Context: an optimization exercise on an open-source flow, tuned for small area, a short achievable clock period and few clock cycles. The choices shown serve that exercise and are no tape-out recipe.
Function was checked by simulation only, so behaviour that the tests miss may differ from the original.
Power and IR drop assume default switching activity.

$ cat flow/design.v
module mem_ctrl_param #(
  parameter int DATA_W = 8,
  parameter int ADDR_W = 8,
  parameter int DEPTH  = 256,
  parameter int RD_LAT = 1
) (
  input  logic                clk,
  input  logic                rst,
  input  logic                req_valid,
  output logic                req_ready,
  input  logic                req_we,
  input  logic [ADDR_W-1:0]   req_addr,
  input  logic [DATA_W-1:0]   req_wdata,
  input  logic [DATA_W/8-1:0] req_be,
  output logic                rsp_valid,
  input  logic                rsp_ready,
  output logic [DATA_W-1:0]   rsp_rdata,
  output logic                rsp_err,
  output logic                busy
);
  localparam int NB = DATA_W / 8;
  localparam logic [ADDR_W:0] DEPTH_L = (ADDR_W+1)'(DEPTH);
  localparam int QD = 3;
  logic              accept, take;
  logic              ready_q, busy_q;
  logic [1:0]        outs_q, outs_d;
  logic              a_valid;           
  logic              a_wr;              
  logic              a_we, a_oor;
  logic [DEPTH-1:0]  a_sel;             
  logic [DATA_W-1:0] a_wdata;
  logic [NB-1:0]     a_be;
  logic [DEPTH*DATA_W-1:0] mem_flat;
  logic [DATA_W-1:0] rd_word, res_data;
  logic              res_err, rd_perr;
  logic [QD-1:0]     q_v;
  logic [DATA_W-1:0] q_d [QD];
  logic              q_e [QD];
  assign req_ready = ready_q;
  assign busy      = busy_q;
  assign rsp_valid = q_v[0];
  assign rsp_rdata = q_d[0];
  assign rsp_err   = q_e[0];
  assign accept = req_valid && ready_q;
  assign take   = q_v[0] && rsp_ready;
  always_ff @(posedge clk) begin
    a_wr    <= accept && req_we && ({1'b0, req_addr} < DEPTH_L);
    a_we    <= req_we;
    a_oor   <= ({1'b0, req_addr} >= DEPTH_L);
    a_wdata <= req_wdata;
    a_be    <= req_be;
    for (int w = 0; w < DEPTH; w++) a_sel[w] <= (req_addr == ADDR_W'(w));
  end
  for (genvar w = 0; w < DEPTH; w++) begin : g_word
    logic [DATA_W-1:0] word_q;
    always_ff @(posedge clk) begin
      for (int b = 0; b < NB; b++) begin
        if (a_wr && a_sel[w] && a_be[b]) word_q[8*b +: 8] <= a_wdata[8*b +: 8];
      end
    end
    assign mem_flat[w*DATA_W +: DATA_W] = word_q;
  end
  always_comb begin
    rd_word = '0;
    for (int w = 0; w < DEPTH; w++)
      rd_word = rd_word | ({DATA_W{a_sel[w]}} & mem_flat[w*DATA_W +: DATA_W]);
  end
  assign rd_perr = 1'b0;
  assign res_data = a_we ? '0 : rd_word;
  assign res_err  = a_oor || (!a_we && rd_perr);
  always_comb begin
    outs_d = outs_q + 2'(accept) - 2'(take);
  end
  always_ff @(posedge clk or posedge rst) begin
    if (rst) begin
      a_valid <= 1'b0;
      ready_q <= 1'b1;
      busy_q  <= 1'b0;
      outs_q  <= '0;
    end else begin
      a_valid <= accept;
      ready_q <= (outs_d < 2'(QD));
      busy_q  <= (outs_d != 2'd0);
      outs_q  <= outs_d;
    end
  end
  logic [QD-1:0] sv, ins;
  always_comb begin
    for (int i = 0; i < QD; i++) begin
      sv[i] = take ? ((i < QD-1) ? q_v[(i+1)%QD] : 1'b0) : q_v[i];
    end
    for (int i = 0; i < QD; i++) begin
      ins[i] = a_valid && !sv[i] && ((i == 0) || sv[(i+QD-1)%QD]);
    end
  end
  always_ff @(posedge clk or posedge rst) begin
    if (rst) q_v <= '0;
    else     q_v <= sv | ins;
  end
  always_ff @(posedge clk) begin
    for (int i = 0; i < QD; i++) begin
      if (ins[i]) begin
        q_d[i] <= res_data;
        q_e[i] <= res_err;
      end else if (take && (i < QD-1)) begin
        q_d[i] <= q_d[(i+1)%QD];
        q_e[i] <= q_e[(i+1)%QD];
      end
    end
  end
endmodule
module mem_ctrl_top (
  input  logic        clk,
  input  logic        rst,
  input  logic        req_valid,
  output logic        req_ready,
  input  logic        req_we,
  input  logic [7:0]  req_addr,
  input  logic [31:0] req_wdata,
  input  logic [3:0]  req_be,
  output logic        rsp_valid,
  input  logic        rsp_ready,
  output logic [31:0] rsp_rdata,
  output logic        rsp_err,
  output logic        busy
);
  mem_ctrl_param #(.DATA_W(32), .ADDR_W(8), .DEPTH(200), .RD_LAT(3)) u_ctrl (
    .clk(clk), .rst(rst), .req_valid(req_valid), .req_ready(req_ready), .req_we(req_we),
    .req_addr(req_addr), .req_wdata(req_wdata), .req_be(req_be), .rsp_valid(rsp_valid),
    .rsp_ready(rsp_ready), .rsp_rdata(rsp_rdata), .rsp_err(rsp_err), .busy(busy));
endmodule
$ cat flow/run.sh
#!/bin/bash
# synth_recipe.tcl (not shown) runs the flow's synth.tcl, then flattens the netlist and writes it again
# the make line also repeats each setting of config.mk as NAME=value (left out here)
make -C /OpenROAD-flow-scripts/flow DESIGN_CONFIG=/design/flow/config.mk WORK_HOME=/design/flow/orfs CLKGATE_MAP_FILE= SYNTH_SCRIPT=/design/flow/synth_recipe.tcl finish
$ cat flow/config.mk
export PLATFORM = sky130hd
export DESIGN_NAME = mem_ctrl_top
export DESIGN_NICKNAME = mem_ctrl_top
export VERILOG_FILES = /design/flow/design.v
export SDC_FILE = /design/flow/constraint.sdc
export NUM_CORES = 4
export LEC_CHECK = 0
export CAP_MARGIN = 20
export CORE_MARGIN = 2
export CORE_UTILIZATION = 60
export SETUP_SLACK_MARGIN = 3.0
export SLEW_MARGIN = 20
export SYNTH_MEMORY_MAX_BITS = 8192
$ cat flow/constraint.sdc
create_clock -name core_clock -period 6.0 [get_ports {clk}]
set_input_delay 1.2000 -clock core_clock [delete_from_list [all_inputs] [get_ports {clk}]]
set_output_delay 1.2000 -clock core_clock [all_outputs]
set_load 0.01 [all_outputs]
==> results of run 1 <==
==> power by group through the flow <==
stage,Combinational (mW),Sequential (mW),Clock (mW)
CTS,2.97,52.5,41.3
global placement,2.70,53.5,0
floorplan,0.847,53.5,0
detailed placement,2.75,53.5,0
==> timing repair <==
action / in CTS
setup endpoints to repair: 575
gates cloned: 6
gates resized for setup: 1299
buffers inserted: 766
endpoints found under the hold margin: 0
pin swaps: 238
==> metal layers <==
metal / global-route usage, % / GRT overflow
met5: 41.45 / 3
met4: 71.10 / 0
met3: 63.36 / 0
met2: 84.64 / 0
met1: 74.58 / 0
==> logic make-up after synthesis <==
| family | after synthesis | synth area share, % |
|---|---|---|
| DFF | 6746 | 81.87 |
| muxes | 2 | 0.009211 |
| buffers and inverters | 1027 | 2.110 |
| xor gates and xnor gates | 2 | 0.007166 |
| and+or+nand+nor | 1827 | 4.584 |
| adders and majority gates | 2 | 0.01023 |
| AOI/OAI and AO/OA | 3272 | 11.41 |
==> how the worst max path moves through the flow <==
stage,startpoint,endpoint,slack [ps],depth (start not counted)
after floorplan,rsp_ready,u_ctrl.q_d[1][0]$_DFFE_PP_,3120,5
after global placement,u_ctrl.a_sel[123]$_DFF_P_,u_ctrl.q_d[1][26]$_DFFE_PP_,1440,8
after detailed placement,u_ctrl.a_sel[90]$_DFF_P_,u_ctrl.q_d[1][3]$_DFFE_PP_,1520,7
after CTS,u_ctrl.a_sel[80]$_DFF_P_,u_ctrl.q_d[0][26]$_DFFE_PP_,2370,8
==> impl_metrics.tcl, run 1 <==
set metrics [dict create \
    yosysTopAreaCell "edfxtp_1" \
    synth.avg_cell_area_um2 18.98 \
    grt_max_degree 201 \
    routabilityCongestion 1.145 \
    cts_buffer_depth 4 \
    synth_nets 12930 \
    ys_ff_latch 6746 \
    async_reset_ff_share_pct 0.1186 \
    synth-seq-area-share_pct 81.87 \
    yosysMostFrequentCell "edfxtp_1" \
    io_buffers 84 \
    die_w_um 642.3 \
    ctsHoldBuffers 0 \
    ys_types 39 \
    dp_cells 17960 \
    ctsHtreeMaxLevel 6 \
    outcome "aborted with a tool error" \
    synthTopCellsByCount "6,499 x edfxtp_1, 1,245 x a22o_1, 1,186 x a221oi_1, 800 x and3_1, 704 x a22oi_1" \
    rows 234 \
    cts_inserted_buffers 665 \
    failing_step "5_1_grt" \
    synth_area_um2 244500 \
    clock-sinks 6746 \
    tool.error "[ERROR GRT-0232] Routing congestion too high. Check the congestion heatmap in the GUI." \
    ys.flop_type "edfxtp_1" \
    die_h_um 642.3 \
    ios 85 \
    grt_util_all_layers_pct 73.55 \
    yosys-top-cells-area "edfxtp_1 80%, a22o_1 4.5%, a221oi_1 4.2%" \
    yosys_warnings 3 \
    grt-ovfl-total 3 \
    place_hpwl_um 863500 \
    synth_top_area_share_pct 79.83 \
    start_util_pct 60.20 \
    syn_inst 12880 \
    synth_edf_count 6499 \
    placed_area_um2 253200 \
    ctsRootBufferMaster "clkbuf_16" \
    place_ws_ps 1524 \
]
Testbench counts, summed over its fixed seeds: cycles 4,816.
==> run 2, diff against run 1 <==
--- a/flow/design.v
+++ b/flow/design.v
@@ -19,19 +19,29 @@
   output logic                busy
 );
   localparam int NB = DATA_W / 8;
+  localparam int PB = 0;
+  localparam int SW = DATA_W + PB;      
   localparam logic [ADDR_W:0] DEPTH_L = (ADDR_W+1)'(DEPTH);
-  localparam int QD = 3;
+  localparam int NG = 4;                            
+  localparam int GS = (DEPTH + NG - 1) / NG;        
+  localparam int QD = 4;
+  localparam int OW = $clog2(QD + 1);
   logic              accept, take;
   logic              ready_q, busy_q;
-  logic [1:0]        outs_q, outs_d;
+  logic [OW-1:0]     outs_q, outs_d;
   logic              a_valid;           
   logic              a_wr;              
   logic              a_we, a_oor;
   logic [DEPTH-1:0]  a_sel;             
   logic [DATA_W-1:0] a_wdata;
   logic [NB-1:0]     a_be;
-  logic [DEPTH*DATA_W-1:0] mem_flat;
-  logic [DATA_W-1:0] rd_word, res_data;
+  logic              b_valid;
+  logic              b_we, b_oor;
+  logic [SW-1:0]     b_grp [NG];
+  logic [DEPTH*SW-1:0] mem_flat;
+  logic [SW-1:0]     grp_d [NG];
+  logic [SW-1:0]     rd_word;
+  logic [DATA_W-1:0] res_data;
   logic              res_err, rd_perr;
   logic [QD-1:0]     q_v;
   logic [DATA_W-1:0] q_d [QD];
@@ -52,35 +62,53 @@
     for (int w = 0; w < DEPTH; w++) a_sel[w] <= (req_addr == ADDR_W'(w));
   end
   for (genvar w = 0; w < DEPTH; w++) begin : g_word
-    logic [DATA_W-1:0] word_q;
+    logic [SW-1:0] word_q;
     always_ff @(posedge clk) begin
       for (int b = 0; b < NB; b++) begin
-        if (a_wr && a_sel[w] && a_be[b]) word_q[8*b +: 8] <= a_wdata[8*b +: 8];
+        if (a_wr && a_sel[w] && a_be[b]) begin
+          word_q[8*b +: 8] <= a_wdata[8*b +: 8];
+          if (PB != 0) word_q[DATA_W + (b % (PB + 1))] <= ^a_wdata[8*b +: 8];
+        end
       end
     end
-    assign mem_flat[w*DATA_W +: DATA_W] = word_q;
+    assign mem_flat[w*SW +: SW] = word_q;
+  end
+  always_comb begin
+    for (int g = 0; g < NG; g++) begin
+      grp_d[g] = '0;
+      for (int w = g * GS; w < (g + 1) * GS && w < DEPTH; w++)
+        grp_d[g] = grp_d[g] | ({SW{a_sel[w]}} & mem_flat[w*SW +: SW]);
+    end
+  end
+  always_ff @(posedge clk) begin
+    b_we  <= a_we;
+    b_oor <= a_oor;
+    for (int g = 0; g < NG; g++) b_grp[g] <= grp_d[g];
   end
   always_comb begin
     rd_word = '0;
-    for (int w = 0; w < DEPTH; w++)
-      rd_word = rd_word | ({DATA_W{a_sel[w]}} & mem_flat[w*DATA_W +: DATA_W]);
+    for (int g = 0; g < NG; g++) rd_word = rd_word | b_grp[g];
+    rd_perr = 1'b0;
+    for (int b = 0; b < PB; b++)
+      rd_perr = rd_perr | (^{rd_word[8*b +: 8], rd_word[DATA_W + b]});
   end
-  assign rd_perr = 1'b0;
-  assign res_data = a_we ? '0 : rd_word;
-  assign res_err  = a_oor || (!a_we && rd_perr);
+  assign res_data = b_we ? '0 : rd_word[DATA_W-1:0];
+  assign res_err  = b_oor || (!b_we && rd_perr);
   always_comb begin
-    outs_d = outs_q + 2'(accept) - 2'(take);
+    outs_d = outs_q + OW'(accept) - OW'(take);
   end
   always_ff @(posedge clk or posedge rst) begin
     if (rst) begin
       a_valid <= 1'b0;
+      b_valid <= 1'b0;
       ready_q <= 1'b1;
       busy_q  <= 1'b0;
       outs_q  <= '0;
     end else begin
       a_valid <= accept;
-      ready_q <= (outs_d < 2'(QD));
-      busy_q  <= (outs_d != 2'd0);
+      b_valid <= a_valid;
+      ready_q <= (outs_d < OW'(QD));
+      busy_q  <= (outs_d != '0);
       outs_q  <= outs_d;
     end
   end
@@ -90,7 +118,7 @@
       sv[i] = take ? ((i < QD-1) ? q_v[(i+1)%QD] : 1'b0) : q_v[i];
     end
     for (int i = 0; i < QD; i++) begin
-      ins[i] = a_valid && !sv[i] && ((i == 0) || sv[(i+QD-1)%QD]);
+      ins[i] = b_valid && !sv[i] && ((i == 0) || sv[(i+QD-1)%QD]);
     end
   end
   always_ff @(posedge clk or posedge rst) begin
--- a/flow/config.mk
+++ b/flow/config.mk
@@ -7,7 +7,6 @@
 export LEC_CHECK = 0
 export CAP_MARGIN = 20
 export CORE_MARGIN = 2
-export CORE_UTILIZATION = 60
-export SETUP_SLACK_MARGIN = 3.0
+export CORE_UTILIZATION = 45
 export SLEW_MARGIN = 20
 export SYNTH_MEMORY_MAX_BITS = 8192
==> run 2 against run 1 <==
  * The run now finishes clean
  * Synthesized cell count is 1.9% higher
  * Area after synthesis rose by 1.6%
==> impl_metrics.tcl, run 2 <==
set metrics [dict create \
    clock_skew_ps 50.71 \
    drc_errors 0 \
    drt_pass1_iterations 8 \
    drive_gt1_share_pct 11.22 \
    clock_latency_ps 1130 \
    io_buffers 84 \
    wl_um 762900 \
    fp.coreArea_um2 549300 \
    power_density_nw_per_um2 354.2 \
    cp_max_fo 1 \
    max_freq_mhz 270.7 \
    clock-sinks 6912 \
    critical_path_class "register to primary output" \
    hold_viol 0 \
    cts_resized 0 \
    grt_pass1_wl_um 1046000 \
    worst-path-stages 1 \
    post_drt_wl_per_cell_um 36.35 \
    critPathBufInv 1 \
    yosysMostFrequentCell "edfxtp_1" \
    finish.utilization_pct 50.45 \
    required_ps 4800 \
    rsz0062_at_grt "no" \
    largest_reg_flops 6400 \
    grt_pass1_vias 130300 \
    relSlewSlack_pct 17.12 \
    finalWorstPathRequiredPeriod_ps 3694 \
    finalSetupViolations 0 \
    power.leakage_nw 89.88 \
    synth_area_um2 248300 \
    whs_path_depth 0 \
    syn_inst 13120 \
    drtIter0Drc 22640 \
    synth.avg_cell_area_um2 18.93 \
    final_common_cell "edfxtp_1" \
    peakVddDrop_uv 369.6 \
    hold_path.class "register to register" \
    fin_ws_ps 2306 \
    ctsHtreeMaxLevel 6 \
    rows 272 \
    die_h_um 746.8 \
    ys.flop_type "edfxtp_1" \
    synth_nets 13170 \
    areaGrowthSynthToFinish_pct 11.59 \
    worstMarginPinSlew_ps 1243 \
    p_total_mw 98.15 \
    outcome "complete, no violations" \
    r2r_cells 2 \
    async_reset_ff_share_pct 0.1591 \
    yosys_warnings 5 \
    place_ws_ps 1940 \
    ctsRootBufferMaster "clkbuf_16" \
    maxSlewViolCount 0 \
    final_cell_mix "6,532 x edfxtp_1, 1,280 x a22o_1, 1,278 x a221oi_1, 800 x and3_1, 711 x clkbuf_16" \
    largest_registers "u_ctrl.g_word.word_q (6400), u_ctrl.a_sel (200)" \
    post_cts_buffers 0 \
    synth-seq-area-share_pct 82.08 \
    place_hpwl_um 456400 \
    grt-ovfl-total 0 \
    yosys-top-cells-area "edfxtp_1 79%, a22o_1 4.5%, a221oi_1 4.5%" \
    antenna_found_initial 69 \
    grt_util_all_layers_pct 26.39 \
    multi_input_area_um2 38800 \
    crit_arrival_ps 2490 \
    start_util_pct 45.21 \
    fin_nets 13200 \
    ys_types 38 \
    post-route-period-util_pct 61.57 \
    n_fill_cell 43820 \
    crit_slowest_cell "edfxtp_1" \
    regMostFlops "u_ctrl.g_word.word_q" \
    cts_buffer_depth 4 \
    placed_area_um2 255500 \
    regArea_um2 204200 \
    cts_inserted_buffers 677 \
    start_kind "register" \
    synthTopCellsByCount "6,532 x edfxtp_1, 1,280 x a22o_1, 1,278 x a221oi_1, 800 x and3_1, 640 x a22oi_1" \
    design_area_um2 277100 \
    synth_top_area_share_pct 78.99 \
    fin_setup_tns_ps 0 \
    routabilityCongestion 0.8479 \
    slowest_delay_ps 740 \
    cts_tree "done" \
    synth_edf_count 6532 \
    maxCapViolations 0 \
    yosysTopAreaCell "edfxtp_1" \
    cp_cell_sequence "clkdlybuf4s50_1" \
    num_vias 139000 \
    die_w_um 746.8 \
    clkTransAtPathRegs_ps 60 \
    critical-path-top-delay-family "flip-flops" \
    ios 85 \
    critPathCaptureType "primary output" \
    ctsHoldBuffers 0 \
    grt_max_degree 178 \
    dieArea_um2 557800 \
    ys_ff_latch 6912 \
    viasPerCell 6.621 \
    ant_nets 0 \
]
-- run 2: cell types whose count changed after synthesis, sizes merged, moves of 33 or more --
cell,change
a22oi,-64
buf,-70
clkbuf,+75
dfxtp,+130
edfxtp,+33
inv,+34
mux2,+33
nand3,+33
nand4,-33
-- run 2: power by group --
part           leakage [nW]  switching, mW  internal [mW]
clock network          10.5           18.0           23.7
logic                  17.3           1.90          0.590
registers              62.0          0.729           53.3
-- run 2: worst paths after layout --
kind                                                  start                                      to  slack, ps
worst max-delay path            u_ctrl.q_d[0][20]$_DFFE_PP_                           rsp_rdata[20]       2310
worst min-delay path                   u_ctrl.a_oor$_DFF_P_                    u_ctrl.b_oor$_DFF_P_        330
worst max register to register          u_ctrl.a_wr$_DFF_P_  u_ctrl.g_word[143].word_q[5]$_DFFE_PP_       3050
worst min register to register         u_ctrl.a_oor$_DFF_P_                    u_ctrl.b_oor$_DFF_P_        330
max in group asynchronous                               rst                u_ctrl.b_valid$_DFF_PP0_       5140
min in group asynchronous                               rst                 u_ctrl.q_v[1]$_DFF_PP0_        460
-- run 2: area by class of cell --
| type | instances | area share, % |
|---|---|---|
| diodes | 20 | 0.01806 |
| flip-flops and latches | 6912 | 73.69 |
| repair buffers | 378 | 1.190 |
| clock buffers | 914 | 6.826 |
| multi-input cells | 5141 | 14.00 |
| well taps | 7261 | 3.278 |
| clock inverters | 322 | 0.9374 |
| inverters | 40 | 0.05418 |
-- run 2: cells by family after synthesis --
| group | Yosys count | synth area share (%) |
|---|---|---|
| DFF | 6912 | 82.08 |
| AOI/OAI and AO/OA | 3275 | 11.13 |
| and+or+nand+nor | 1826 | 4.299 |
| buffers and inverters | 1065 | 2.312 |
| muxes | 35 | 0.1587 |
| adders and majority gates | 3 | 0.01814 |
| xor gates and xnor gates | 2 | 0.007055 |
-- run 2: per-layer routing --
| layer | vias to the layer above | GRT usage (%) | part of all wire [%] |
|---|---|---|---|
| li1 | 55750 | - | - |
| met1 | 73370 | 38.35 | 40 |
| met2 | 8671 | 40.76 | 46 |
| met3 | 1155 | 5.082 | 11 |
| met4 | 20 | 7.668 | 3.3 |
| met5 | - | 0 | 0.016 |
-- run 2: stage by stage --
stage / cells / hold slack [ps]
2_1_floorplan: 13120 / 309.6
3_3_place_gp: 19730 / 315.5
3_5_place_dp: 19730 / 312.1
4_1_cts: 20970 / 326.2
5_1_grt: 20970 / 345.8
6_report: 20990 / 326.0
Testbench counts of run 2, summed over its fixed seeds: cycles 4,824.
==> run 3, diff against run 2 <==
--- a/flow/design.v
+++ b/flow/design.v
@@ -43,16 +43,17 @@
   logic [SW-1:0]     rd_word;
   logic [DATA_W-1:0] res_data;
   logic              res_err, rd_perr;
-  logic [QD-1:0]     q_v;
   logic [DATA_W-1:0] q_d [QD];
   logic              q_e [QD];
+  logic              out_valid, out_err;
+  logic [DATA_W-1:0] out_data;
   assign req_ready = ready_q;
   assign busy      = busy_q;
-  assign rsp_valid = q_v[0];
-  assign rsp_rdata = q_d[0];
-  assign rsp_err   = q_e[0];
+  assign rsp_valid = out_valid;
+  assign rsp_rdata = out_data;
+  assign rsp_err   = out_err;
   assign accept = req_valid && ready_q;
-  assign take   = q_v[0] && rsp_ready;
+  assign take   = out_valid && rsp_ready;
   always_ff @(posedge clk) begin
     a_wr    <= accept && req_we && ({1'b0, req_addr} < DEPTH_L);
     a_we    <= req_we;
@@ -112,28 +113,35 @@
       outs_q  <= outs_d;
     end
   end
-  logic [QD-1:0] sv, ins;
-  always_comb begin
-    for (int i = 0; i < QD; i++) begin
-      sv[i] = take ? ((i < QD-1) ? q_v[(i+1)%QD] : 1'b0) : q_v[i];
-    end
-    for (int i = 0; i < QD; i++) begin
-      ins[i] = b_valid && !sv[i] && ((i == 0) || sv[(i+QD-1)%QD]);
+  localparam int PW = $clog2(QD);
+  logic [PW-1:0] wr_ptr, rd_ptr, rd_ptr_d;
+  logic [OW-1:0] q_n, q_left;
+  assign rd_ptr_d = rd_ptr + PW'(take);
+  assign q_left   = q_n - OW'(take);
+  always_ff @(posedge clk or posedge rst) begin
+    if (rst) begin
+      wr_ptr    <= '0;
+      rd_ptr    <= '0;
+      q_n       <= '0;
+      out_valid <= 1'b0;
+    end else begin
+      wr_ptr    <= wr_ptr + PW'(b_valid);
+      rd_ptr    <= rd_ptr_d;
+      q_n       <= q_left + OW'(b_valid);
+      out_valid <= (q_left != '0) || b_valid;
     end
   end
-  always_ff @(posedge clk or posedge rst) begin
-    if (rst) q_v <= '0;
-    else     q_v <= sv | ins;
-  end
   always_ff @(posedge clk) begin
-    for (int i = 0; i < QD; i++) begin
-      if (ins[i]) begin
-        q_d[i] <= res_data;
-        q_e[i] <= res_err;
-      end else if (take && (i < QD-1)) begin
-        q_d[i] <= q_d[(i+1)%QD];
-        q_e[i] <= q_e[(i+1)%QD];
-      end
+    if (b_valid) begin
+      q_d[wr_ptr] <= res_data;
+      q_e[wr_ptr] <= res_err;
+    end
+    if (q_left == '0) begin
+      out_data <= res_data;
+      out_err  <= res_err;
+    end else begin
+      out_data <= q_d[rd_ptr_d];
+      out_err  <= q_e[rd_ptr_d];
     end
   end
 endmodule
--- a/flow/config.mk
+++ b/flow/config.mk
@@ -8,5 +8,9 @@
 export CAP_MARGIN = 20
 export CORE_MARGIN = 2
 export CORE_UTILIZATION = 45
+export CTS_BUF_LIST = sky130_fd_sc_hd__clkbuf_8 sky130_fd_sc_hd__clkbuf_16
+export CTS_CLUSTER_DIAMETER = 100
+export CTS_CLUSTER_SIZE = 30
+export SETUP_SLACK_MARGIN = 3.0
 export SLEW_MARGIN = 20
 export SYNTH_MEMORY_MAX_BITS = 8192
==> run 3 against run 2 <==
  * The layout now fails its checks (slew limit)
  * Routed wire length is 1.3% higher
  * Final cell count is 3.4% lower
  * Clock skew is 4.2 ps higher
  * Largest power group unchanged
  * Highest routed layer unchanged
  * Total power is 17% lower
  * Critical path type unchanged
  * Non-clock buffer count is 11 higher
  * Hold slack worse by 3.2 ps
==> impl_metrics.tcl, run 3 <==
set metrics [dict create \
    final_common_cell "edfxtp_1" \
    p_seq_share_pct 67.1 \
    hold_viol 0 \
    ys_ff_latch 6949 \
    cp_max_fo 2 \
    p_total_mw 81.17 \
    met2_usage_pct 41.74 \
    synth_top_area_share_pct 78.78 \
    clock-sinks 6949 \
    areaGrowthSynthToFinish_pct 6.355 \
    power.leakage_nw 84.01 \
    drive_gt1_share_pct 7.404 \
    regMostFlops "u_ctrl.g_word.word_q" \
    instances_no_fill 20260 \
    busiest_layer "met2" \
    slowest_delay_ps 580 \
    place_hpwl_um 470700 \
    yosys_warnings 3 \
    p_int_mw 63.20 \
    largest_reg_flops 6400 \
    so_faults "slew limit" \
    synth_nets 13150 \
    p_switching_mw 17.97 \
    outcome "complete, but fails checks" \
    yosysTopAreaCell "edfxtp_1" \
    finalWorstPathRequiredPeriod_ps 3098 \
    routabilityCongestion 0.8580 \
    yosysMostFrequentCell "edfxtp_1" \
    ctsRootBufferMaster "clkbuf_16" \
    clock_latency_ps 1010 \
    rsz0062_at_grt "yes" \
    switching_share_pct 22.14 \
    clkTransAtPathRegs_ps 110 \
    hold_path_end "u_ctrl.b_we$_DFF_P_" \
    critPathBufInv 1 \
    dp_cells 19740 \
    hold_path.class "register to register" \
    placed_area_um2 256500 \
    whs_path_depth 0 \
    viasPerCell 6.739 \
    n_fill_cell 45200 \
    post-route-period-util_pct 51.64 \
    worst-path-stages 1 \
    r2r_end "u_ctrl.b_grp[0][3]$_DFF_P_" \
    drt_pass1_iterations 8 \
    whs_ps 322.8 \
    grt_max_degree 179 \
    cts_buffer_depth 4 \
    critical_path_class "register to primary output" \
    crit_arrival_ps 1900 \
    die_w_um 747.8 \
    max_freq_mhz 322.7 \
    grt_use_met3_pct 5.023 \
    r2r_start "u_ctrl.a_sel[30]$_DFF_P_" \
    hp-start "u_ctrl.a_we$_DFF_P_" \
    power_density_nw_per_um2 306.5 \
    cts_tree "done" \
    post_drt_wl_per_cell_um 38.13 \
    dieArea_um2 559200 \
    synth_edf_count 6532 \
    start_util_pct 45.11 \
    rrSetupSlack_ps 2920 \
    design_area_um2 264800 \
    ys_types 37 \
    die_h_um 747.8 \
    grt-ovfl-total 0 \
    p_comb_share_pct 4.1 \
    critPathCaptureType "primary output" \
    clock_skew_ps 54.95 \
    yosys-top-cells-area "edfxtp_1 79%, a22o_1 4.5%, a221oi_1 4.5%" \
    required_ps 4800 \
    grt_util_all_layers_pct 26.64 \
    maxCapViolations 0 \
    cts_inserted_buffers 272 \
    worstMarginPinSlew_ps 1546 \
    ant_nets 0 \
    fp.coreArea_um2 552000 \
    async_reset_ff_share_pct 0.2159 \
    relSlewSlack_pct -3.055 \
    place_ws_ps 1405 \
    synthTopCellsByCount "6,532 x edfxtp_1, 1,280 x a22o_1, 1,270 x a221oi_1, 801 x and3_1, 640 x a22oi_1" \
    wl_um 772700 \
    fin_setup_tns_ps 0 \
    fin_ws_ps 2902 \
    grt_pass1_wl_um 1052000 \
    ios 85 \
    synth.avg_cell_area_um2 19.02 \
    synth-seq-area-share_pct 82.17 \
    grt.met1_usage_pct 38.06 \
    finalSetupViolations 0 \
    final_cell_mix "6,532 x edfxtp_1, 1,280 x a22o_1, 1,270 x a221oi_1, 800 x and3_1, 640 x a22oi_1" \
    synth_area_um2 249000 \
    pwr-share-clk_pct 28.8 \
    io_buffers 84 \
    grt_pass1_vias 127600 \
    ctsHtreeMaxLevel 5 \
    antenna_found_initial 98 \
    peakVddDrop_uv 471.9 \
    fin_nets 12790 \
    maxSlewViolCount 47 \
    ys.flop_type "edfxtp_1" \
    crit_slowest_cell "dfstp_2" \
    finish.utilization_pct 47.97 \
    largest_registers "u_ctrl.g_word.word_q (6400), u_ctrl.a_sel (200)" \
    rows 273 \
    drtIter0Drc 22740 \
    r2r_cells 5 \
    drc_errors 0 \
    syn_inst 13090 \
    cp_cell_sequence "clkbuf_4" \
    start_kind "register" \
    num_vias 136600 \
    critical-path-top-delay-family "flip-flops" \
]
run 3: power groups by stage:
stage / sequential, mW / combinational [mW] / clock, mW
global route: 54.4 / 3.50 / 25.0
finish: 54.4 / 3.35 / 23.4
global placement: 55.4 / 3.14 / 0
floorplan: 55.0 / 1.41 / 0
detailed placement: 55.4 / 3.21 / 0
CTS: 54.4 / 3.25 / 23.5
run 3: what timing repair did:
action                     in CTS  in global routing
gates resized for setup       170                  3
hold endpoints to repair        0                  0
setup endpoints to repair      69                 15
hold buffers                    0                  0
gates cloned                    2                  0
setup buffers                   1                  2
pin swaps                       1                  1
run 3: final cells by class:
| type | count | area [µm²] | share of cell area, % |
|---|---|---|---|
| flip-flops and latches | 6949 | 205100 | 77.45 |
| multi-input cells | 5110 | 39020 | 14.74 |
| well taps | 7287 | 9117 | 3.443 |
| clock buffers | 281 | 7032 | 2.656 |
| repair buffers | 389 | 3426 | 1.294 |
| clock inverters | 187 | 948.4 | 0.3582 |
| diodes | 51 | 127.6 | 0.04820 |
| inverters | 10 | 37.54 | 0.01418 |
run 3: cells by family (layout without fill, tap and decap cells):
| group | after synthesis | after routing | synth area share [%] |
|---|---|---|---|
| muxes | 66 | 66 | 0.2819 |
| AOI/OAI and AO/OA | 3269 | 3270 | 11.12 |
| and+or+nand+nor | 1757 | 1758 | 4.152 |
| adders and majority gates | 9 | 9 | 0.04825 |
| xor gates and xnor gates | 7 | 7 | 0.02462 |
| other | 0 | 51 | 0 |
| DFF | 6949 | 6949 | 82.17 |
| buffers and inverters | 1034 | 867 | 2.209 |
run 3: layer usage:
layer | vias to the layer above | part of all wire (%)
met5 | - | 0.024
met4 | 28 | 3.6
met3 | 1041 | 11
met2 | 8450 | 46
met1 | 72560 | 39
li1 | 54480 | -
run 3: worst max-delay path by stage:
| stage | start | to | slack (ps) |
|---|---|---|---|
| floorplan | rsp_ready | u_ctrl.busy_q$_DFF_PP0_ | 3110 |
| global placement | rsp_ready | u_ctrl.out_data[18]$_DFF_P_ | 1310 |
| global route | u_ctrl.ready_q$_DFF_PP1_ | req_ready | 2870 |
| finish | u_ctrl.ready_q$_DFF_PP1_ | req_ready | 2900 |
| CTS | u_ctrl.ready_q$_DFF_PP1_ | req_ready | 2820 |
| detailed placement | rsp_ready | u_ctrl.out_data[20]$_DFF_P_ | 1400 |
Testbench counts of run 3, summed over its fixed seeds: cycles 4,824.
==> run 4, diff against run 3 <==
--- a/flow/design.v
+++ b/flow/design.v
@@ -28,6 +28,7 @@
   localparam int OW = $clog2(QD + 1);
   logic              accept, take;
   logic              ready_q, busy_q;
+  logic              full_q;            
   logic [OW-1:0]     outs_q, outs_d;
   logic              a_valid;           
   logic              a_wr;              
@@ -52,8 +53,8 @@
   assign rsp_valid = out_valid;
   assign rsp_rdata = out_data;
   assign rsp_err   = out_err;
-  assign accept = req_valid && ready_q;
-  assign take   = out_valid && rsp_ready;
+  assign accept = req_valid && !full_q;
+  assign take   = (q_n != '0) && rsp_ready;    
   always_ff @(posedge clk) begin
     a_wr    <= accept && req_we && ({1'b0, req_addr} < DEPTH_L);
     a_we    <= req_we;
@@ -103,12 +104,14 @@
       a_valid <= 1'b0;
       b_valid <= 1'b0;
       ready_q <= 1'b1;
+      full_q  <= 1'b0;
       busy_q  <= 1'b0;
       outs_q  <= '0;
     end else begin
       a_valid <= accept;
       b_valid <= a_valid;
       ready_q <= (outs_d < OW'(QD));
+      full_q  <= (outs_d >= OW'(QD));
       busy_q  <= (outs_d != '0);
       outs_q  <= outs_d;
     end
==> run 4 against run 3 <==
  * The run now finishes clean
  * Clock-buffer cell count is 4 higher
  * First-iteration DRC count is 1.4% lower
  * Via count is 0.92% lower
  * Sequential power barely moved
  * Clock skew rose by 22 ps
  * Clock power barely moved
  * Combinational power shrank 1%
  * Non-clock buffer count is 13 lower
  * Hold slack improved by 16 ps
  * Flip-flop and latch count up 1
  * Sequential share of layout area increased by 0.091 points
  * Largest cell class unchanged
==> impl_metrics.tcl, run 4 <==
set metrics [dict create \
    grt_max_degree 167 \
    yosysMostFrequentCell "edfxtp_1" \
    busiest_layer "met2" \
    syn_inst 13090 \
    dieArea_um2 559600 \
    areaGrowthSynthToFinish_pct 6.181 \
    p_switching_mw 17.78 \
    largest_registers "u_ctrl.g_word.word_q (6400), u_ctrl.a_sel (200)" \
    clock_latency_ps 1060 \
    p_comb_share_pct 4.1 \
    die_h_um 748.0 \
    slowest_delay_ps 640 \
    start_util_pct 45.13 \
    relSlewSlack_pct 22.67 \
    largest_reg_flops 6400 \
    async_reset_ff_share_pct 0.2302 \
    place_ws_ps 1526 \
    clock-sinks 6950 \
    outcome "complete, no violations" \
    regMostFlops "u_ctrl.g_word.word_q" \
    critPathBufInv 1 \
    grt-ovfl-total 0 \
    p_int_mw 63.26 \
    grt.met1_usage_pct 37.94 \
    crit_arrival_ps 1820 \
    clock_skew_ps 76.49 \
    pwr-share-clk_pct 28.7 \
    peakVddDrop_uv 264.9 \
    rsz0062_at_grt "no" \
    start_kind "register" \
    yosys_warnings 3 \
    io_buffers 84 \
    grt_use_met3_pct 4.189 \
    synth-seq-area-share_pct 82.13 \
    post-route-period-util_pct 50.36 \
    die_w_um 748.0 \
    crit_slowest_cell "dfstp_2" \
    cts_tree "done" \
    ctsRootBufferMaster "clkbuf_16" \
    power_density_nw_per_um2 306.4 \
    final_common_cell "edfxtp_1" \
    ys.flop_type "edfxtp_1" \
    critical-path-top-delay-family "flip-flops" \
    antenna_found_initial 79 \
    max_freq_mhz 331.0 \
    power.leakage_nw 83.87 \
    drive_gt1_share_pct 7.254 \
    switching_share_pct 21.94 \
    cts_inserted_buffers 271 \
    synth.avg_cell_area_um2 19.03 \
    grt_util_all_layers_pct 25.86 \
    maxCapViolations 0 \
    grt_pass1_vias 125700 \
    grt_pass1_wl_um 1028000 \
    ios 85 \
    critPathCaptureType "primary output" \
    wl_um 750000 \
    finalWorstPathRequiredPeriod_ps 3022 \
    maxSlewViolCount 0 \
    required_ps 4800 \
    ctsHtreeMaxLevel 5 \
    drtIter0Drc 22420 \
    synth_top_area_share_pct 78.74 \
    clkTransAtPathRegs_ps 110 \
    p_seq_share_pct 67.2 \
    synth_edf_count 6532 \
    rows 273 \
    fin_ws_ps 2978 \
    place_hpwl_um 452600 \
    finalSetupViolations 0 \
    hold_viol 0 \
    ant_nets 0 \
    synth_nets 13150 \
    drc_errors 0 \
    critical_path_class "register to primary output" \
    yosysTopAreaCell "edfxtp_1" \
    met2_usage_pct 40.41 \
    cp_max_fo 1 \
    hold_path.class "register to register" \
    fin_setup_tns_ps 0 \
    synth_area_um2 249100 \
    fin_nets 12780 \
    yosys-top-cells-area "edfxtp_1 79%, a22o_1 4.5%, a221oi_1 4.5%" \
    worstMarginPinSlew_ps 1160 \
    ys_types 38 \
    num_vias 135300 \
    ys_ff_latch 6950 \
    synthTopCellsByCount "6,532 x edfxtp_1, 1,280 x a22o_1, 1,269 x a221oi_1, 801 x and3_1, 640 x a22oi_1" \
    fp.coreArea_um2 552000 \
    drt_pass1_iterations 8 \
    n_fill_cell 45320 \
    cts_buffer_depth 4 \
    viasPerCell 6.691 \
    routabilityCongestion 0.8494 \
    cp_cell_sequence "buf_6" \
    final_cell_mix "6,532 x edfxtp_1, 1,280 x a22o_1, 1,269 x a221oi_1, 800 x and3_1, 640 x a22oi_1" \
    post_drt_wl_per_cell_um 37.09 \
]
==> run 4: cell count changes after synthesis, sizes merged <==
cell	change
xnor2	+2
dfrtp	+1
nor3b	-1
buf	+25
xor2	-1
nand2b	+1
clkbuf	-25
o31a	+1
and2	-1
nor2	+1
==> run 4: worst paths after layout <==
path                                           start                         end  slack (ps)  cells past startpoint
max in group asynchronous                        rst  u_ctrl.out_valid$_DFF_PP0_        4850                      2
min                              u_ctrl.a_we$_DFF_P_         u_ctrl.b_we$_DFF_P_         340                      0
min reg2reg                      u_ctrl.a_we$_DFF_P_         u_ctrl.b_we$_DFF_P_         340                      0
max                         u_ctrl.ready_q$_DFF_PP1_                   req_ready        2980                      1
min in group asynchronous                        rst     u_ctrl.q_n[1]$_DFF_PP0_         720                      2
max reg2reg                u_ctrl.a_sel[105]$_DFF_P_  u_ctrl.b_grp[2][5]$_DFF_P_        3090                      5
==> run 4: routing by layer <==
| metal | up-vias | routed length, µm | share of wire [%] |
|---|---|---|---|
| met3 | 904 | 78680 | 10 |
| met5 | - | 175 | 0.023 |
| met2 | 8019 | 346600 | 46 |
| met1 | 71910 | 302000 | 40 |
| li1 | 54440 | - | - |
| met4 | 26 | 22500 | 3.0 |
==> run 4: area by class of cell <==
class / instances / area, µm² / area share, %
diodes: 30 / 75.07 / 0.02838
clock buffers: 285 / 7132 / 2.696
clock inverters: 173 / 760.7 / 0.2876
inverters: 10 / 37.54 / 0.01419
multi-input cells: 5110 / 38990 / 14.74
flip-flops and latches: 6950 / 205100 / 77.54
well taps: 7287 / 9117 / 3.447
repair buffers: 376 / 3291 / 1.244
==> run 4: power by group through the flow <==
stage               Sequential (mW)  Clock, mW  Combinational, mW
floorplan                      55.0          0               1.51
global placement               55.5          0               3.26
detailed placement             55.4          0               3.33
CTS                            54.4       23.4               3.28
global route                   54.5       24.8               3.48
finish                         54.4       23.3               3.30
==> run 4: metrics by stage <==
| stage | cell area, µm² | cells | utilization, % | power [mW] | hold WS (ps) |
|---|---|---|---|---|---|
| floorplan | 249200 | 13090 | - | 56.50 | 309.6 |
| global placement | 256400 | 19730 | 46.46 | 58.73 | 310.9 |
| detailed placement | 256500 | 19730 | 46.46 | 58.78 | 318.3 |
| CTS | 264500 | 20190 | 47.91 | 81.13 | 338.1 |
| global route | 264500 | 20200 | 47.91 | 82.79 | 352.7 |
| finish | 264500 | 20220 | 47.92 | 81.04 | 339.0 |
==> run 4: repair_timing <==
action	CTS	global route
resized for setup	145	2
pin swaps	1	0
setup buffers	1	0
cloned	0	0
endpoints found under the setup margin	70	1
hold buffers	0	0
==> run 4: logic make-up after synthesis <==
| logic type | after synthesis | synth area share [%] |
|---|---|---|
| compound gates | 3270 | 11.12 |
| flops | 6950 | 82.13 |
| buf+inv | 1034 | 2.249 |
| fa+ha+maj | 9 | 0.04822 |
| mux | 66 | 0.2818 |
| simple gates | 1757 | 4.148 |
| xor+xnor | 8 | 0.02813 |
Testbench counts of run 4, summed over its fixed seeds: cycles 4,824.
==> run 5, diff against run 4 <==
==> flow/config.mk (replaced) <==
export PLATFORM = sky130hd
export DESIGN_NAME = mem_ctrl_top
export DESIGN_NICKNAME = mem_ctrl_top
export VERILOG_FILES = /design/flow/design.v
export SDC_FILE = /design/flow/constraint.sdc
export NUM_CORES = 4
export LEC_CHECK = 0
export CAP_MARGIN = 30
export CORE_MARGIN = 2
export CORE_UTILIZATION = 45
export CTS_BUF_LIST = sky130_fd_sc_hd__clkbuf_8 sky130_fd_sc_hd__clkbuf_16
export CTS_CLUSTER_DIAMETER = 100
export CTS_CLUSTER_SIZE = 30
export SETUP_SLACK_MARGIN = 3.3
export SLEW_MARGIN = 40
export SYNTH_MEMORY_MAX_BITS = 8192
==> run 5 against run 4 <==
  * Largest cell class unchanged
  * Flip-flop and latch count is the same
  * Die area is the same
  * Total power grew 0.60%
  * Area after synthesis is the same
  * First-iteration DRC count shrank 0.24%
  * Still clean on timing, DRC and antenna
  * Setup slack gained 93 ps
  * Critical path type unchanged
  * Synthesized cell count is the same
  * Final cell count grew 0.33%
==> impl_metrics.tcl, run 5 <==
set metrics [dict create \
    outcome "complete, no violations" \
    critPathCaptureType "primary output" \
    grt_pass1_wl_um 1034000 \
    wl_um 756300 \
    pwr-share-clk_pct 28.6 \
    clkTransAtPathRegs_ps 120 \
    power.leakage_nw 84.46 \
    largest_reg_flops 6400 \
    cp_max_fo 1 \
    ios 85 \
    cts_tree "done" \
    dp_cells 19760 \
    synth.avg_cell_area_um2 19.03 \
    critical-path-top-delay-family "flip-flops" \
    rsz0062_at_grt "yes" \
    hold_path.class "register to register" \
    ys_types 38 \
    fin_ws_ps 3072 \
    maxCapViolations 0 \
    ys.flop_type "edfxtp_1" \
    crit_arrival_ps 1730 \
    start_util_pct 45.13 \
    viasPerCell 6.696 \
    p_comb_share_pct 4.8 \
    fin_nets 12830 \
    regArea_um2 205100 \
    max_freq_mhz 341.5 \
    worstMarginPinSlew_ps 937.3 \
    synth_nets 13150 \
    critical_path_class "register to primary output" \
    cp_cell_sequence "buf_6" \
    synthTopCellsByCount "6,532 x edfxtp_1, 1,280 x a22o_1, 1,269 x a221oi_1, 801 x and3_1, 640 x a22oi_1" \
    synth_area_um2 249100 \
    die_h_um 748.0 \
    synth-seq-area-share_pct 82.13 \
    post-route-period-util_pct 48.81 \
    whs_path_depth 0 \
    finalWorstPathRequiredPeriod_ps 2928 \
    peakVddDrop_uv 232.1 \
    ctsHtreeMaxLevel 5 \
    finalSetupViolations 0 \
    final_common_cell "edfxtp_1" \
    required_ps 4800 \
    start_kind "register" \
    switching_share_pct 22.06 \
    place_hpwl_um 458900 \
    synth_edf_count 6532 \
    ctsRootBufferMaster "clkbuf_16" \
    grt_pass1_vias 126900 \
    placed_area_um2 257000 \
    multi_input_area_um2 39170 \
    fp.coreArea_um2 552000 \
    maxSlewViolCount 0 \
    drt_pass1_iterations 9 \
    io_buffers 84 \
    p_int_mw 63.54 \
    critPathBufInv 1 \
    p_switching_mw 17.98 \
    syn_inst 13090 \
    ant_nets 0 \
    regMostFlops "u_ctrl.g_word.word_q" \
    worst-path-stages 1 \
    yosys_warnings 3 \
    post_drt_wl_per_cell_um 37.28 \
    yosysTopAreaCell "edfxtp_1" \
    clock-sinks 6950 \
    finish.utilization_pct 48.17 \
    r2r_cells 5 \
    async_reset_ff_share_pct 0.2302 \
    drive_gt1_share_pct 8.038 \
    drtIter0Drc 22360 \
    ys_ff_latch 6950 \
    dieArea_um2 559600 \
    slowest_delay_ps 530 \
    grt-ovfl-total 0 \
    ctsHoldBuffers 0 \
    synth_top_area_share_pct 78.74 \
    power_density_nw_per_um2 306.6 \
    routabilityCongestion 0.8436 \
    grt_util_all_layers_pct 26.04 \
    relSlewSlack_pct 37.52 \
    yosysMostFrequentCell "edfxtp_1" \
    hold_viol 0 \
    instances_no_fill 20290 \
    die_w_um 748.0 \
    rows 273 \
    grt_max_degree 158 \
    cts_inserted_buffers 271 \
    antenna_found_initial 71 \
    p_seq_share_pct 66.7 \
    clock_skew_ps 55.88 \
    areaGrowthSynthToFinish_pct 6.742 \
    largest_registers "u_ctrl.g_word.word_q (6400), u_ctrl.a_sel (200)" \
    final_cell_mix "6,532 x edfxtp_1, 1,280 x a22o_1, 1,259 x a221oi_1, 789 x and3_1, 640 x a22oi_1" \
    drc_errors 0 \
    yosys-top-cells-area "edfxtp_1 79%, a22o_1 4.5%, a221oi_1 4.5%" \
    n_fill_cell 44930 \
    clock_latency_ps 1020 \
    place_ws_ps 1853 \
    design_area_um2 265900 \
    num_vias 135800 \
    crit_slowest_cell "dfxtp_4" \
    cts_buffer_depth 4 \
    fin_setup_tns_ps 0 \
]
==> run 5: cell types whose count changed in the layout (fill, tap and decap cells not counted), moves of 12 or more <==
cell,change
buf_6,+56
dlygate4sd2_1,-16
buf_4,-12
dfxtp_2,-12
buf_16,+13
buf_12,+22
==> run 5: path summary, 6_finish.rpt <==
check,startpoint,to,slack (ps)
max reg2reg,u_ctrl.a_sel[185]$_DFF_P_,u_ctrl.b_grp[3][29]$_DFF_P_,3250
min in group asynchronous,rst,u_ctrl.outs_q[2]$_DFF_PP0_,530
max,u_ctrl.out_data[26]$_DFF_P_,rsp_rdata[26],3070
max in group asynchronous,rst,u_ctrl.out_valid$_DFF_PP0_,5070
min reg2reg,u_ctrl.a_valid$_DFF_PP0_,u_ctrl.b_valid$_DFF_PP0_,360
min,u_ctrl.a_valid$_DFF_PP0_,u_ctrl.b_valid$_DFF_PP0_,360
==> run 5: cells by family (layout without fill, tap and decap cells) <==
kind of cell             after synthesis  count (layout)  synth area share, %
multiplexers                          66              66               0.2818
AND/OR/NAND/NOR                     1757            1758                4.148
flip-flops                          6950            6950                82.13
other                                  0              37                    0
buffers and inverters               1034             902                2.249
AO/OA/AOI/OAI                       3270            3270                11.12
adder cells (fa/ha/maj)                9               9              0.04822
XOR/XNOR                               8               8              0.02813
==> run 5: routing by layer <==
metal | vias to the layer above | share of wire (%) | GRT usage [%]
met1 | 72320 | 40 | 37.97
met2 | 7935 | 46 | 40.60
met4 | 30 | 3.3 | 7.574
met5 | - | 0.032 | 0
li1 | 54560 | - | -
met3 | 995 | 10 | 4.345
==> run 5: what timing repair did <==
action | in CTS | in global routing
pin swaps | 5 | 6
gates cloned | 2 | 0
setup endpoints to repair | 153 | 232
setup buffers | 4 | 2
resized for setup | 276 | 21
==> run 5: power by group through the flow <==
| stage | clock [mW] | combinational [mW] | sequential (mW) |
|---|---|---|---|
| floorplan | 0 | 1.52 | 55.0 |
| global placement | 0 | 3.28 | 55.5 |
| detailed placement | 0 | 3.55 | 55.4 |
| CTS | 23.3 | 3.77 | 54.4 |
| global route | 24.8 | 4.07 | 54.4 |
| finish | 23.3 | 3.89 | 54.4 |
==> run 5: layout make-up <==
| class | instances | share of cell area, % |
|---|---|---|
| Tap cell | 7287 | 3.429 |
| Multi-Input combinational cell | 5111 | 14.73 |
| Sequential cell | 6950 | 77.14 |
| Clock buffer | 286 | 2.683 |
| Antenna cell | 37 | 0.03482 |
| Timing Repair Buffer | 426 | 1.661 |
| Clock inverter | 180 | 0.3044 |
| Inverter | 10 | 0.01412 |
==> run 5: stage by stage <==
stage / hold slack (ps) / power, mW
2_1_floorplan: 309.6 / 56.51
3_3_place_gp: 311.9 / 58.73
3_5_place_dp: 337.0 / 58.92
4_1_cts: 362.9 / 81.48
5_1_grt: 362.1 / 83.24
6_report: 361.0 / 81.52
==> run 6, diff against run 5 <==
--- a/flow/design.v
+++ b/flow/design.v
@@ -27,8 +27,8 @@
   localparam int QD = 4;
   localparam int OW = $clog2(QD + 1);
   logic              accept, take;
-  logic              ready_q, busy_q;
-  logic              full_q;            
+  logic              full_q, busy_q;    
+  logic              ready_q;           
   logic [OW-1:0]     outs_q, outs_d;
   logic              a_valid;           
   logic              a_wr;              
@@ -48,12 +48,12 @@
   logic              q_e [QD];
   logic              out_valid, out_err;
   logic [DATA_W-1:0] out_data;
-  assign req_ready = ready_q;
+  assign req_ready = !full_q;
   assign busy      = busy_q;
   assign rsp_valid = out_valid;
   assign rsp_rdata = out_data;
   assign rsp_err   = out_err;
-  assign accept = req_valid && !full_q;
+  assign accept = req_valid && ready_q;
   assign take   = (q_n != '0) && rsp_ready;    
   always_ff @(posedge clk) begin
     a_wr    <= accept && req_we && ({1'b0, req_addr} < DEPTH_L);
==> flow/flow/run.sh (new file) <==
#!/bin/bash
# Standard layout, except that after placement the registers that drive output ports are
# moved next to their output buffers (flow/move_out.tcl). Each tool's output goes to a log here.
set -euo pipefail
bash standard.sh place > log_place.txt 2>&1
res=orfs/results/${FLOW_PLATFORM}/mem_ctrl_top/base
PLACE_ODB=$res/3_place.odb openroad -no_init -exit flow/move_out.tcl > log_move_out.txt 2>&1
bash standard.sh finish > log_finish.txt 2>&1
==> flow/flow/move_out.tcl (new file) <==
# Move each register that drives an output port's buffer next to that buffer, so that the
# register-to-output path does not cross the die; then legalize the placement.
read_db $::env(PLACE_ODB)
set block [ord::get_db_block]
set moved 0
foreach bt [$block getBTerms] {
  if {[$bt getIoType] ne "OUTPUT"} continue
  set net [$bt getNet]
  if {$net eq "NULL"} continue
  set buf ""
  foreach it [$net getITerms] { if {[$it isOutputSignal]} { set buf [$it getInst] } }
  if {$buf eq ""} continue
  set in ""
  foreach it [$buf getITerms] { if {[$it isInputSignal]} { set in $it } }
  if {$in eq "" || [$in getNet] eq "NULL"} continue
  # walk back from the buffer through single-load inverters and buffers to a register
  set chain {}
  set ff ""
  while {1} {
    set inet [$in getNet]
    set drv ""
    set nload 0
    foreach it [$inet getITerms] {
      if {[$it isOutputSignal]} { set drv [$it getInst] } elseif {[$it isInputSignal]} { incr nload }
    }
    if {$drv eq "" || $nload != 1 || [llength [$inet getBTerms]] != 0} break
    set m [[$drv getMaster] getName]
    if {[string match "*__df*" $m]} { set ff $drv; break }
    if {![string match "*__inv_*" $m] && ![string match "*__buf_*" $m]} break
    lappend chain $drv
    set in ""
    foreach it [$drv getITerms] { if {[$it isInputSignal]} { set in $it } }
    if {$in eq "" || [$in getNet] eq "NULL"} break
  }
  if {$ff eq ""} continue
  set loc [$buf getLocation]
  $ff setLocation [lindex $loc 0] [lindex $loc 1]
  $ff setPlacementStatus PLACED
  foreach c $chain { $c setLocation [lindex $loc 0] [lindex $loc 1]; $c setPlacementStatus PLACED }
  incr moved
  puts "moved [$ff getName] to $loc for [$bt getName]"
}
puts "moved $moved registers"
detailed_placement
check_placement -verbose
write_db $::env(PLACE_ODB)
==> flow/standard.sh (new file) <==
#!/bin/bash
# synth_recipe.tcl (not shown) runs the flow's synth.tcl, then flattens the netlist and writes it again
# the make line also repeats each setting of config.mk as NAME=value (left out here)
make -C /OpenROAD-flow-scripts/flow DESIGN_CONFIG=/design/flow/config.mk WORK_HOME=/design/flow/orfs CLKGATE_MAP_FILE= SYNTH_SCRIPT=/design/flow/synth_recipe.tcl "${@:-finish}"
removed: flow/run.sh
==> run 6 against run 5 <==
  * Synthesized cell count is the same
  * Final area grew 0.22%
  * Non-clock buffer count grew 1
  * Critical path type is now register to register
  * First-iteration DRC count shrank 0.99%
  * Largest cell class unchanged
  * Fmax grew 5.5%
  * Sequential share of layout area shrank 0.21 points
  * Global-route usage grew 0.22 points
  * Largest power group unchanged
  * Flip-flop and latch count is the same
  * Routed wire length grew 0.70%
  * Still clean on timing, DRC and antenna
  * Clock-buffer cell count shrank 2
  * Highest routed layer unchanged
==> impl_metrics.tcl, run 6 <==
set metrics [dict create \
    viasPerCell 6.704 \
    crit_arrival_ps 3670 \
    fin_nets 12830 \
    synthTopCellsByCount "6,532 x edfxtp_1, 1,280 x a22o_1, 1,275 x a221oi_1, 801 x and3_1, 640 x a22oi_1" \
    fin_setup_tns_ps 0 \
    p_comb_share_pct 6.4 \
    ctsHoldBuffers 0 \
    areaGrowthSynthToFinish_pct 7.046 \
    drt_pass1_iterations 6 \
    synth.avg_cell_area_um2 19.01 \
    synth-seq-area-share_pct 82.18 \
    wl_um 761500 \
    grt.met1_usage_pct 37.90 \
    maxSlewViolCount 0 \
    grt_pass1_wl_um 1042000 \
    rows 273 \
    yosys_warnings 3 \
    drive_gt1_share_pct 8.398 \
    power.leakage_nw 84.66 \
    place_ws_ps 1741 \
    routabilityCongestion 0.8430 \
    whs_path_depth 0 \
    ys_types 37 \
    clkTransAtPathRegs_ps 120 \
    switching_share_pct 23.11 \
    ios 85 \
    fin_ws_ps 3224 \
    ys.flop_type "edfxtp_1" \
    dieArea_um2 559200 \
    syn_inst 13090 \
    finalWorstPathRequiredPeriod_ps 2776 \
    largest_registers "u_ctrl.g_word.word_q (6400), u_ctrl.a_sel (200)" \
    finish.utilization_pct 48.28 \
    synth_edf_count 6532 \
    peakVddDrop_uv 304.5 \
    hold_viol 0 \
    rrSetupSlack_ps 3220 \
    synth_area_um2 249000 \
    outcome "complete, no violations" \
    hold_path_end "u_ctrl.b_we$_DFF_P_" \
    dp_cells 19750 \
    die_w_um 747.8 \
    post-route-period-util_pct 46.27 \
    start_util_pct 45.10 \
    instances_no_fill 20330 \
    grt_pass1_vias 127000 \
    pwr-share-clk_pct 28.7 \
    hold_path.class "register to register" \
    cts_tree "done" \
    p_int_mw 63.80 \
    met2_usage_pct 40.75 \
    post_drt_wl_per_cell_um 37.46 \
    grt-ovfl-total 0 \
    power_density_nw_per_um2 311.3 \
    required_ps 6900 \
    async_reset_ff_share_pct 0.2302 \
    ant_nets 0 \
    num_vias 136300 \
    design_area_um2 266500 \
    max_freq_mhz 360.2 \
    clock-sinks 6950 \
    crit_slowest_cell "or4_1" \
    cp_cell_sequence "buf_4, a22o_1, a221oi_1, nand4_1, or4_1" \
    grt_util_all_layers_pct 26.26 \
    regMostFlops "u_ctrl.g_word.word_q" \
    die_h_um 747.8 \
    cp_max_fo 36 \
    relSlewSlack_pct 36.54 \
    io_buffers 84 \
    maxCapViolations 0 \
    p_switching_mw 19.17 \
    largest_reg_flops 6400 \
    r2r_start "u_ctrl.a_sel[104]$_DFF_P_" \
    yosysMostFrequentCell "edfxtp_1" \
    ys_ff_latch 6950 \
    r2r_cells 5 \
    place_hpwl_um 462000 \
    critical-path-top-delay-family "simple AND/OR/NAND/NOR gates" \
    drtIter0Drc 22140 \
    p_total_mw 82.97 \
    critPathCaptureType "register" \
    clock_latency_ps 1040 \
    slowest_delay_ps 660 \
    antenna_found_initial 97 \
    r2r_end "u_ctrl.b_grp[2][27]$_DFF_P_" \
    ctsHtreeMaxLevel 5 \
    yosys-top-cells-area "edfxtp_1 79%, a22o_1 4.5%, a221oi_1 4.5%" \
    final_common_cell "edfxtp_1" \
    whs_ps 345.8 \
    rsz0062_at_grt "yes" \
    clock_skew_ps 64.86 \
    finalSetupViolations 0 \
    placed_area_um2 256800 \
    final_cell_mix "6,532 x edfxtp_1, 1,280 x a22o_1, 1,244 x a221oi_1, 788 x and3_1, 640 x a22oi_1" \
    busiest_layer "met2" \
    cts_inserted_buffers 276 \
    grt_use_met3_pct 5.175 \
    start_kind "register" \
    synth_nets 13150 \
    p_seq_share_pct 64.9 \
    fp.coreArea_um2 552000 \
    critPathBufInv 1 \
    critical_path_class "register to register" \
    drc_errors 0 \
    cts_buffer_depth 4 \
    hp-start "u_ctrl.a_we$_DFF_P_" \
    worst-path-stages 5 \
    worstMarginPinSlew_ps 951.9 \
    synth_top_area_share_pct 78.78 \
    grt_max_degree 182 \
    yosysTopAreaCell "edfxtp_1" \
    ctsRootBufferMaster "clkbuf_16" \
]
[run 6: worst reg2reg max path, delay by kind of cell, from the launching register on]
family	cells	cell delay, ps
DFF	1	330
AOI/OAI and AO/OA	2	990
buffers and inverters	1	270
and+or+nand+nor	2	1080
[run 6: metal layers]
metal / vias to the layer above / routed length [µm]
li1: 54610 / -
met1: 72600 / 305000
met2: 7996 / 349300
met3: 1036 / 81100
met4: 52 / 25770
met5: - / 342
[run 6: power groups by stage]
stage / registers [mW] / logic [mW] / clock network, mW
final: 53.9 / 5.32 / 23.8
after global routing: 53.9 / 5.53 / 25.3
after CTS: 53.9 / 5.10 / 23.9
after detailed placement: 55.3 / 3.54 / 0
after global placement: 55.4 / 3.34 / 0
after floorplan: 55.0 / 1.52 / 0
[run 6: kinds of logic after synthesis]
| group | count (synthesis) | synth area share (%) |
|---|---|---|
| flip-flops | 6950 | 82.18 |
| adder cells (fa/ha/maj) | 9 | 0.04825 |
| AND/OR/NAND/NOR | 1756 | 4.149 |
| buffers and inverters | 1035 | 2.207 |
| multiplexers | 66 | 0.2819 |
| AO/OA/AOI/OAI | 3270 | 11.11 |
| XOR/XNOR | 8 | 0.02814 |
[run 6: worst max path at each step]
stage                                  endpoint                       from  slack (ps)
floorplan               u_ctrl.busy_q$_DFF_PP0_                  rsp_ready        3190
global placement    u_ctrl.out_data[17]$_DFF_P_                  rsp_ready        1380
detailed placement  u_ctrl.out_data[14]$_DFF_P_                  rsp_ready        1740
CTS                                   req_ready    u_ctrl.full_q$_DFF_PP0_        3160
global route                          req_ready    u_ctrl.full_q$_DFF_PP0_        3160
finish              u_ctrl.b_grp[2][27]$_DFF_P_  u_ctrl.a_sel[104]$_DFF_P_        3220
[run 6: area by class of cell]
type                       count  area [µm²]
clock inverter               197        1219
sequential                  6950      205000
fill                       45190      285500
multi-input combinational   5110       39550
tap                         7287        9117
clock buffer                 284        7107
inverter                      11       41.29
timing repair buffer         427        4285
antenna                       62       155.1
[run 6: what timing repair did]
item / in CTS / in global routing
setup buffers: 11 / 1
pin swaps: 16 / 11
gates cloned: 2 / 0
gates resized for setup: 279 / 53
hold endpoints to repair: 0 / 0
endpoints found under the setup margin: 104 / 156
Testbench counts of run 6, summed over its fixed seeds: cycles 4,824.
==> run 7, diff against run 6 <==
--- a/flow/config.mk
+++ b/flow/config.mk
@@ -11,6 +11,6 @@
 export CTS_BUF_LIST = sky130_fd_sc_hd__clkbuf_8 sky130_fd_sc_hd__clkbuf_16
 export CTS_CLUSTER_DIAMETER = 100
 export CTS_CLUSTER_SIZE = 30
-export SETUP_SLACK_MARGIN = 3.3
+export SETUP_SLACK_MARGIN = 3.5
 export SLEW_MARGIN = 40
 export SYNTH_MEMORY_MAX_BITS = 8192
==> run 7 against run 6 <==
  * Die area unchanged
  * Non-clock buffer count grew 46
  * Area after synthesis did not move
  * Final cell count is 0.52% higher
  * Clock power is essentially flat
  * Largest power group unchanged
==> impl_metrics.tcl, run 7 <==
set metrics [dict create \
    drt_pass1_iterations 6 \
    dieArea_um2 559200 \
    die_w_um 747.8 \
    whs_path_depth 0 \
    start_util_pct 45.10 \
    syn_inst 13090 \
    hold_path.class "register to register" \
    grt_max_degree 135 \
    regMostFlops "u_ctrl.g_word.word_q" \
    drtIter0Drc 22760 \
    viasPerCell 6.703 \
    slowest_delay_ps 680 \
    grt_pass1_wl_um 1053000 \
    relSlewSlack_pct 34.79 \
    hp-start "u_ctrl.a_we$_DFF_P_" \
    ant_nets 0 \
    yosysMostFrequentCell "edfxtp_1" \
    wl_um 774200 \
    fin_ws_ps 3184 \
    outcome "complete, no violations" \
    ctsRootBufferMaster "clkbuf_16" \
    clock_latency_ps 1040 \
    yosysTopAreaCell "edfxtp_1" \
    place_hpwl_um 472300 \
    ios 85 \
    ys_types 37 \
    start_kind "register" \
    synth.avg_cell_area_um2 19.01 \
    clock_skew_ps 67.41 \
    maxSlewViolCount 0 \
    cp_max_fo 27 \
    areaGrowthSynthToFinish_pct 8.006 \
    cts_tree "done" \
    yosys_warnings 3 \
    crit_arrival_ps 3670 \
    ctsHtreeMaxLevel 5 \
    rows 273 \
    cts_inserted_buffers 279 \
    grt_util_all_layers_pct 26.65 \
    ctsHoldBuffers 0 \
    async_reset_ff_share_pct 0.2302 \
    r2r_start "u_ctrl.q_n[2]$_DFF_PP0_" \
    rsz0062_at_grt "yes" \
    clock-sinks 6950 \
    post-route-period-util_pct 46.94 \
    hold_path_end "u_ctrl.b_we$_DFF_P_" \
    synth_nets 13150 \
    peakVddDrop_uv 444.8 \
    synth_area_um2 249000 \
    drc_errors 0 \
    die_h_um 747.8 \
    largest_registers "u_ctrl.g_word.word_q (6400), u_ctrl.a_sel (200)" \
    worstMarginPinSlew_ps 978.2 \
    power.leakage_nw 85.32 \
    r2r_cells 10 \
    io_buffers 84 \
    finalSetupViolations 0 \
    largest_reg_flops 6400 \
    maxCapViolations 0 \
    ys.flop_type "edfxtp_1" \
    final_cell_mix "6,532 x edfxtp_1, 1,280 x a22o_1, 1,158 x a221oi_1, 684 x and3_1, 640 x a22oi_1" \
    finalWorstPathRequiredPeriod_ps 2816 \
    grt_pass1_vias 127200 \
    ys_ff_latch 6950 \
    synth_top_area_share_pct 78.78 \
    final_common_cell "edfxtp_1" \
    fp.coreArea_um2 552000 \
    antenna_found_initial 84 \
    rrSetupSlack_ps 3180 \
    finish.utilization_pct 48.72 \
    critical_path_class "register to register" \
    drive_gt1_share_pct 10.86 \
    synth-seq-area-share_pct 82.18 \
    max_freq_mhz 355.1 \
    post_drt_wl_per_cell_um 37.89 \
    crit_slowest_cell "a21oi_4" \
    yosys-top-cells-area "edfxtp_1 79%, a22o_1 4.5%, a221oi_1 4.5%" \
    place_ws_ps 1979 \
    power_density_nw_per_um2 314.4 \
    clkTransAtPathRegs_ps 120 \
    grt-ovfl-total 0 \
    fin_nets 12880 \
    cts_buffer_depth 4 \
    cp_cell_sequence "o31a_1, buf_6, ha_4, ha_4, xor2_4, o21ai_4, buf_6, buf_12, o22ai_2, a21oi_4" \
    num_vias 137000 \
    critPathCaptureType "register" \
    routabilityCongestion 0.8747 \
    required_ps 6850 \
    hold_viol 0 \
    fin_setup_tns_ps 0 \
    synthTopCellsByCount "6,532 x edfxtp_1, 1,280 x a22o_1, 1,275 x a221oi_1, 801 x and3_1, 640 x a22oi_1" \
    synth_edf_count 6532 \
    r2r_end "u_ctrl.out_data[22]$_DFF_P_" \
]
==> run 7: cell counts after synthesis <==
No cell type changed its count.
==> run 7: worst max-delay path by stage <==
stage	slack (ps)	start	endpoint	cells past startpoint
after CTS	3180	u_ctrl.busy_q$_DFF_PP0_	busy	1
after global placement	1530	rsp_ready	u_ctrl.out_data[11]$_DFF_P_	8
after floorplan	3190	rsp_ready	u_ctrl.busy_q$_DFF_PP0_	8
after detailed placement	1980	rsp_ready	u_ctrl.out_data[9]$_DFF_P_	8
final	3180	u_ctrl.q_n[2]$_DFF_PP0_	u_ctrl.out_data[22]$_DFF_P_	10
after global routing	3190	u_ctrl.busy_q$_DFF_PP0_	busy	1
==> run 7: critical path: cells and delay by family (launching register included) <==
kind	cells	cell delay, ps
flip-flops	1	430
adder cells (fa/ha/maj)	2	350
XOR/XNOR	1	170
buffers and inverters	3	400
AO/OA/AOI/OAI	4	1300
==> run 7: logic make-up (layout without fill, tap and decap cells) <==
| logic type | count (synthesis) | in the layout | share of synthesized area (%) |
|---|---|---|---|
| adder cells (fa/ha/maj) | 9 | 9 | 0.04825 |
| flip-flops | 6950 | 6950 | 82.18 |
| XOR/XNOR | 8 | 8 | 0.02814 |
| buffers and inverters | 1035 | 973 | 2.207 |
| other | 0 | 112 | 0 |
| AO/OA/AOI/OAI | 3270 | 3270 | 11.11 |
| AND/OR/NAND/NOR | 1756 | 1758 | 4.149 |
| multiplexers | 66 | 66 | 0.2819 |
==> run 7: per-stage QoR <==
stage,cells,cell area (µm²),hold WS (ps),power (mW)
5_1_grt,20380,268800,355.6,86.29
4_1_cts,20280,267000,339.2,83.66
3_5_place_dp,19760,256800,313.8,58.93
3_3_place_gp,19740,256400,314.5,58.79
6_report,20430,268900,351.4,84.54
2_1_floorplan,13090,249100,309.6,56.64
==> run 7: final cells by class <==
| type | instances | area (µm²) |
|---|---|---|
| Inverter | 11 | 42.54 |
| Multi-Input combinational cell | 5111 | 40830 |
| Sequential cell | 6950 | 205200 |
| Clock buffer | 290 | 7246 |
| Antenna cell | 112 | 280.3 |
| Fill cell | 44880 | 283100 |
| Clock inverter | 199 | 1201 |
| Tap cell | 7287 | 9117 |
| Timing Repair Buffer | 473 | 5042 |
==> run 7: timing repair <==
action	CTS	global route
setup buffers	23	25
resized for setup	547	192
pin swaps	46	47
gates cloned	9	0
endpoints found under the setup margin	2285	643
==> run 7: layer usage <==
layer | vias to the layer above | GRT usage [%] | routed length (µm) | share of wire, %
met5 | - | 0 | 161 | 0.021
met4 | 26 | 8.198 | 26430 | 3.4
met3 | 934 | 5.023 | 87240 | 11
li1 | 54800 | - | - | -
met2 | 8317 | 40.65 | 350500 | 45
met1 | 72890 | 39.10 | 309900 | 40
==> run 7: report_power, final <==
part | switching [mW] | internal [mW] | leakage (nW)
clock | 14.9 | 9.10 | 4.69
sequential | 0.555 | 53.3 | 62.3
combinational | 4.40 | 2.23 | 18.3
total | 19.9 | 64.7 | 85.3

==> what the ideal ports hide <==
The flow's constraints put no driver on any port. The routed layouts listed below were extracted and timed again, unchanged, in two steps.
Step 1 sets driving cells, clkbuf_16 on the clock port and buf_2 on the other inputs (assumed; they add their load-dependent delay and slew).
Step 2, shift: input delay + t, output delay - t, t = (earliest + latest rising clock arrival at the registers) / 2. This alone moves slack from input paths to output paths.
a / b / c = ideal / step 1 / step 2; a / b = the first two.
| run | shift t [ns] | setup slack, ns | latest minus earliest clock arrival (ns) | worst register clock-pin slew, ns | cell pins on the clock port's net |
|---|---|---|---|---|---|
| run 2 | 1.218 | 2.306 / 2.192 / 1.758 | 0.053 / 0.052 | 0.07 / 0.07 | 1 |
| run 3 | 1.110 | 2.902 / 2.791 / 2.071 | 0.090 / 0.090 | 0.12 / 0.12 | 1 |
| run 4 | 1.131 | 2.978 / 2.877 / 2.088 | 0.085 / 0.085 | 0.12 / 0.12 | 1 |
| run 5 | 1.130 | 3.072 / 2.934 / 2.458 | 0.067 / 0.067 | 0.12 / 0.12 | 1 |
| run 6 | 1.123 | 3.224 / 3.115 / 2.453 | 0.068 / 0.069 | 0.12 / 0.12 | 1 |
| run 7 | 1.131 | 3.184 / 3.128 / 2.200 | 0.075 / 0.075 | 0.12 / 0.12 | 1 |
The setup slack of run 7, which loses most, moves by -0.056 ns with the drivers and by -0.984 ns with both steps.
